Source: an optimization exercise on an open RTL-to-GDS flow (aim: small area, a short achievable clock period and few clock cycles). Production flows keep margins and buffers that such runs may drop.
RTL that was checked went through simulation tests only; none was proved equivalent to the original.

== run 1 ==
==> flow/design.v <==
package pix_pkg;
	localparam int PIXEL_BITS = 8;
	localparam int LANES      = 4;                   
	typedef logic [PIXEL_BITS-1:0]       pixel_t;
	typedef logic [LANES*PIXEL_BITS-1:0] beat_t;    
	localparam int LINE_BEATS   = 4;                 
	localparam int STORED_LINES = 4;                 
	typedef logic [1:0] col_t;                       
	typedef logic [2:0] row_cnt_t;                   
endpackage
package filt_pkg;
	typedef logic [1:0] rot_t;
	typedef logic [7:0] coeff_t;
	localparam coeff_t H_EDGE   = 8'd6;
	localparam coeff_t H_NEAR   = 8'd58;
	localparam coeff_t H_CENTER = 8'd128;
	typedef logic [15:0] prod_t;                     
	typedef logic [17:0] sum_t;                      
	localparam sum_t ROUND_BIAS  = 18'd128;
	localparam int   ROUND_SHIFT = 8;
endpackage
`timescale 1ns/1ps
module y_filter_top
(
	input  logic  clock,
	input  logic  reset,
	input  logic  in_valid,
	output logic  in_ready,
	input  pix_pkg::beat_t in_data,
	input  logic  in_first,
	output logic  out_valid,
	input  logic  out_ready,
	output pix_pkg::beat_t out_data
);
	localparam int LANES = pix_pkg::LANES;
	localparam int PB    = pix_pkg::PIXEL_BITS;
	localparam int LB    = pix_pkg::LINE_BEATS;
	localparam int DEPTH = LB * pix_pkg::STORED_LINES - 2;    
	logic           adv;                                 
	logic           accept;
	pix_pkg::beat_t sr [DEPTH];                          
	logic [9:0]     g2 [LANES];                          
	logic [9:0]     u2 [LANES];                          
	logic [14:0]    p [LANES];                           
	pix_pkg::col_t  col;
	logic [2:0]     row;
	pix_pkg::beat_t res;
	assign adv      = !out_valid || out_ready;
	assign in_ready = adv;
	assign accept   = adv && in_valid;
	pix_pkg::col_t eff_col;
	logic [2:0]    eff_row;
	assign eff_col = in_first ? pix_pkg::col_t'(0) : col;
	assign eff_row = in_first ? 3'd0 : row;
	always_ff @(posedge clock) begin
		if (reset) begin
			col <= '0;
			row <= '0;
		end else if (accept) begin
			col <= eff_col + pix_pkg::col_t'(1);
			if (eff_col == pix_pkg::col_t'(LB - 1) && !eff_row[2]) begin
				row <= eff_row + 3'd1;
			end else begin
				row <= eff_row;
			end
		end
	end
	function automatic logic [29:0] csa(input logic [14:0] a, input logic [14:0] b, input logic [14:0] c);
		csa = {(a & b) | (a & c) | (b & c), a ^ b ^ c};
	endfunction
	function automatic logic [14:0] add15(input logic [14:0] a, input logic [14:0] b);
		logic [14:0] g;
		logic [14:0] p;
		logic [14:0] gg;
		logic [14:0] pp;
		g  = a & b;
		p  = a ^ b;
		gg = g;
		pp = p;
		for (int lv = 0; lv < 4; lv++) begin
			for (int i = 0; i < 15; i++) begin
				if ((i >> lv) & 1) begin
					int j;
					j = ((i >> lv) << lv) - 1;
					gg[i] = gg[i] | (pp[i] & gg[j]);
					pp[i] = pp[i] & pp[j];
				end
			end
		end
		add15 = p ^ {gg[13:0], 1'b0};
	endfunction
	function automatic logic [14:0] cpa1(input logic [29:0] cs);
		cpa1 = add15(cs[14:0], {cs[28:15], 1'b1});
	endfunction
	always_ff @(posedge clock) begin
		if (accept) begin
			sr[0] <= in_data;
			for (int k = 1; k < DEPTH; k++) begin
				sr[k] <= sr[k-1];
			end
			for (int l = 0; l < LANES; l++) begin
				logic [14:0] t;
				logic [14:0] gx;
				t      = cpa1(csa(15'(sr[13][l*PB +: PB]), ~(15'(sr[9][l*PB +: PB])), ~(15'(sr[1][l*PB +: PB]))));
				g2[l] <= t[9:0];
				t      = cpa1(csa(15'(sr[9][l*PB +: PB]), 15'(sr[1][l*PB +: PB]), {6'd0, sr[5][l*PB +: PB], 1'b1}));
				u2[l] <= t[9:0];
				gx     = {{5{g2[l][9]}}, g2[l]};
				p[l]  <= cpa1(csa({gx[13:0], 1'b1}, gx, {u2[l], 5'd0}));
			end
		end
	end
	always_comb begin
		for (int l = 0; l < LANES; l++) begin
			logic [14:0] acc;
			acc = cpa1(csa(p[l], {6'd0, in_data[l*PB +: PB], 1'b0}, {7'd0, in_data[l*PB +: PB]}));
			res[l*PB +: PB] = acc[14:7];
		end
	end
	always_ff @(posedge clock) begin
		if (reset) begin
			out_valid <= 1'b0;
		end else if (adv) begin
			out_valid <= in_valid && eff_row[2];         
		end
	end
	always_ff @(posedge clock) begin
		if (accept) begin
			out_data <= res;
		end
	end
endmodule
==> flow/config.mk <==
export PLATFORM = sky130hd
export DESIGN_NAME = y_filter_top
export DESIGN_NICKNAME = y_filter_top
export VERILOG_FILES = /design/flow/design.v
export SDC_FILE = /design/flow/constraint.sdc
export NUM_CORES = 4
export LEC_CHECK = 0
export ABC_AREA = 1
export CAP_MARGIN = 20
export CORE_MARGIN = 2
export CORE_UTILIZATION = 55
export CTS_BUF_LIST = sky130_fd_sc_hd__clkbuf_8
export CTS_CLUSTER_DIAMETER = 50
export CTS_CLUSTER_SIZE = 18
export SETUP_SLACK_MARGIN = 2.9
export SLEW_MARGIN = 20
==> flow/constraint.sdc <==
create_clock -name core_clock -period 5.5 [get_ports {clock}]
set_input_delay 1.1000 -clock core_clock [delete_from_list [all_inputs] [get_ports {clock}]]
set_output_delay 1.1000 -clock core_clock [all_outputs]
set_load 0.01 [all_outputs]
standard.sh (not shown) runs the stock make flow with config.mk's settings and CLKGATE_MAP_FILE= SYNTH_SCRIPT=/design/flow/synth_recipe.tcl, a recipe that flattens the netlist after the stock synthesis.
==> flow/flow/run.sh <==
#!/bin/bash
set -euo pipefail
export BUFFER_PORTS_ARGS="-buffer_cell sky130_fd_sc_hd__buf_2"
export CTS_ARGS="-sink_clustering_enable -repair_clock_nets -dont_use_dummy_load -sink_clustering_size 18 -sink_clustering_max_diameter 50 -buf_list sky130_fd_sc_hd__clkbuf_8"
bash standard.sh MATCH_CELL_FOOTPRINT=0 finish > standard_make.log 2>&1
--- input diff run 1..run 4 ---
--- a/flow/design.v
+++ b/flow/design.v
@@ -88,4 +88,7 @@
 			end
 		end
+		for (int i = 2; i < 15; i = i * 2) begin
+			gg[i] = (g[i] | (p[i] & g[i-1])) | ((p[i] & p[i-1]) & gg[i-2]);
+		end
 		add15 = p ^ {gg[13:0], 1'b0};
 	endfunction
==> results.txt <==
- Sequential share of layout area came out higher on run 4 than on run 1.
- On number of logic stages on the critical path including buffering: run 4 sits below run 1.
- Minimum clock period: run 4 and run 1 compared, higher one is run 1
- Relative to run 1, the area of the mapped netlist measured on run 4 has increased slightly.
- Between run 4 and run 1, layout overhead on the synthesized area is higher for run 1, run 4 comes in under that.
- Number of gates given a new drive strength after cts down 29 in run 4 wrt run 1
Testbench counts of run 4, summed over its fixed seeds: cycles 3,080.
For run 1, only the layout was checked, not whether the RTL still works.

re-timing with driven ports:
No port has a modelled driver above. Below, the same layouts with a new extraction and two added sets of constraints.
Step 1, drivers: a clkbuf_16 drives clock and a buf_2 each remaining input, both assumed.
Step 2 moves the port delays by t, midway between the first and last clock arrival at a register: inputs arrive t later, outputs are due t later. That takes back most of the time a late clock gives input paths.
Three values: ideal ports, drivers, drivers and shift; two values: the first two.
| run | shift t [ns] | slack for setup (ns) | worst setup path at the end | worst data-port slew with drivers (ns) |
|---|---|---|---|---|
| run 1 | 0.713 | 2.900 / 2.889 / 2.196 | input to register | 0.08 |
| run 4 | 0.653 | 2.949 / 2.910 / 2.383 | input to register | 0.08 |
After both steps setup and hold are still met in every run listed. The setup slack of run 1, which loses most, moves by -0.011 ns with the drivers and by -0.704 ns with both steps.
